Context: an optimization exercise on an open-source flow, tuned for small area, a short achievable clock period and few clock cycles per item. The choices shown serve that exercise and are no tape-out recipe. Only simulation tests tie the RTL to the original design; equivalence was not proved. Power is estimated from default activity; no workload was simulated.

// ex_stage_muldiv
module ex_stage_muldiv #(
  parameter int unsigned DATA_W  = 32,
  parameter int unsigned SHAMT_W = $clog2(DATA_W)
) (
  input  logic              clk,
  input  logic              rst_n,
  input  logic              pridictor_wrong,
  input  logic [3:0]        id_ex_alu_op,
  input  logic              id_ex_reg_dst,
  input  logic              id_ex_alu_src,
  input  logic              id_ex_mem_read,
  input  logic              id_ex_mem_write,
  input  logic              id_ex_mem_to_reg,
  input  logic              id_ex_reg_write,
  input  logic              id_ex_branch,
  input  logic              id_ex_branch_bne,
  input  logic [DATA_W-1:0] id_ex_reg_read_data1,
  input  logic [DATA_W-1:0] id_ex_reg_read_data2,
  input  logic [4:0]        id_ex_rs,
  input  logic [4:0]        id_ex_rt,
  input  logic [4:0]        id_ex_rd,
  input  logic [DATA_W-1:0] id_ex_sign_extended,
  input  logic [DATA_W-1:0] ex_mem_alu_result,
  input  logic [DATA_W-1:0] wb_write_data,
  input  logic [4:0]        ex_mem_rd,
  input  logic [4:0]        mem_wb_rd,
  input  logic              ex_mem_reg_write_in,
  input  logic              mem_wb_reg_write,
  output logic [DATA_W-1:0] ex_mem_alu_result_out,
  output logic [DATA_W-1:0] ex_mem_reg_read_data2,
  output logic [4:0]        ex_mem_rd_out,
  output logic              ex_mem_mem_read,
  output logic              ex_mem_mem_write,
  output logic              ex_mem_mem_to_reg,
  output logic              ex_mem_reg_write,
  output logic              ex_mem_branch,
  output logic              ex_mem_branch_bne,
  output logic [4:0]        id_ex_rt_out,
  output logic              id_ex_mem_read_out,
  output logic              ex_stall,
  output logic              md_busy
);
  localparam int unsigned W = 32;
  logic [5:0] funct;
  logic [4:0] shamt;
  logic       is_r, is_md, is_mf, flush, bubble, keep;
  assign flush = pridictor_wrong;
  ...
For scale: ~200 flip-flops, roughly 290 I/O pins.
Settings: LEC_CHECK=0, ABC_AREA=1, CAP_MARGIN=20, CORE_MARGIN=2, CORE_UTILIZATION=40, SETUP_SLACK_MARGIN=3.5, SLEW_MARGIN=20; clock period 10.0 ns.
standard.sh (not shown) runs the stock make flow with config.mk's settings and CLKGATE_MAP_FILE= SYNTH_SCRIPT=/design/flow/synth_recipe.tcl, a recipe that flattens the netlist after the stock synthesis.
==> flow/flow/run.sh <==
#!/bin/bash
# Standard layout, except that the port buffers are buf_2 cells rather than the
# delay-cell buffers buffer_ports picks by default.
set -euo pipefail
export BUFFER_PORTS_ARGS="-buffer_cell sky130_fd_sc_hd__buf_2"
bash standard.sh > standard_flow.log 2>&1
Testbench counts at the start, summed over its fixed seeds: cycles 7,077, instrs 4,816.
Edit:
--- a/flow/design.v
+++ b/flow/design.v
@@ -93,32 +93,32 @@
         4'b0101:          op_and = 1'b1;
         4'b0110:          op_or  = 1'b1;
         4'b0111:          op_slt = 1'b1;
         4'b1000:          op_xor = 1'b1;
         default: ;
       endcase
     end
   end
   logic         sub;
   logic [W:0]   sum;
   logic         lt_s, lt_u;
-  assign sub  = is_r ? funct[1] : id_ex_alu_op[0];
+  assign sub  = op_sub || op_slt || op_sltu;
   pfx_add #(.W(W)) u_alu_add (.a(fwd_a), .b(alu_b ^ {W{sub}}), .ci(sub), .s(sum[W-1:0]), .co(sum[W]));
   assign lt_u = !sum[W];
   assign lt_s = (fwd_a[W-1] ^ alu_b[W-1]) ? fwd_a[W-1] : sum[W-1];
   logic [W-1:0] sh_in, sh_out, sh_rev;
   logic         sh_fill;
   always_comb begin
-    for (int i = 0; i < W; i++) sh_in[i] = funct[1] ? fwd_b[i] : fwd_b[W-1-i];
+    for (int i = 0; i < W; i++) sh_in[i] = op_sll ? fwd_b[W-1-i] : fwd_b[i];
   end
-  assign sh_fill = funct[1] && funct[0] && fwd_b[W-1];
+  assign sh_fill = op_sra && fwd_b[W-1];
   assign sh_out  = W'($signed({sh_fill, sh_in}) >>> shamt);
   always_comb begin
     for (int i = 0; i < W; i++) sh_rev[i] = sh_out[W-1-i];
   end
   logic [W-1:0] hi_q, lo_q, alu_res;
   always_comb begin
     alu_res = ({W{keep && (op_add || op_sub)}} & sum[W-1:0])
             | ({W{keep && op_and}} & (fwd_a & alu_b))
             | ({W{keep && op_or }} & (fwd_a | alu_b))
             | ({W{keep && op_xor}} & (fwd_a ^ alu_b))
             | ({W{keep && op_nor}} & ~(fwd_a | alu_b))
=>
- The changed run went through all stages and came out clean
- cell count is lower by 0.56%
- clock power is lower by about 2.8%
- via count is lower by 0.34%
- routed wire length is higher by about 3%
- sequential share of layout area is lower by 0.24 points
- core utilization hardly moves
- synthesized area is higher by 0.52%
- power is lower by about 1.1%
- hold slack improves by 0.0074 ns
Testbench counts after the change, summed over its fixed seeds: cycles 7,077, instrs 4,816.

separate check: timing with driven ports:
The results above use ideal ports. As a check the final layouts listed here were re-extracted and re-timed, cells and wires unchanged.
Step 1, drivers: a clkbuf_16 drives clk and a buf_2 each remaining input, both assumed.
Step 2 adds t to the input delays and takes it off the output delays; t is the mean of the earliest and latest rising clock arrival at the registers after step 1. Input paths then give back, and output paths get back, about the clock's delay inside the block.
a / b / c = no drivers / after step 1 / after step 2; a / b = the first two.
run | t, ns | slack for setup (ns) | worst setup path after step 2 | latest minus earliest clock arrival (ns) | worst data-port slew with drivers (ns)
the first run | 0.586 | 3.465 / 3.465 / 3.220 | input to register | 0.022 / 0.022 | 0.11
the second run | 0.590 | 3.604 / 3.604 / 3.090 | input to register | 0.018 / 0.018 | 0.10
After both steps setup and hold are still met in every run listed. The setup slack of the second run, which loses most, moves by 0.000 ns with the drivers and by -0.514 ns with both steps.
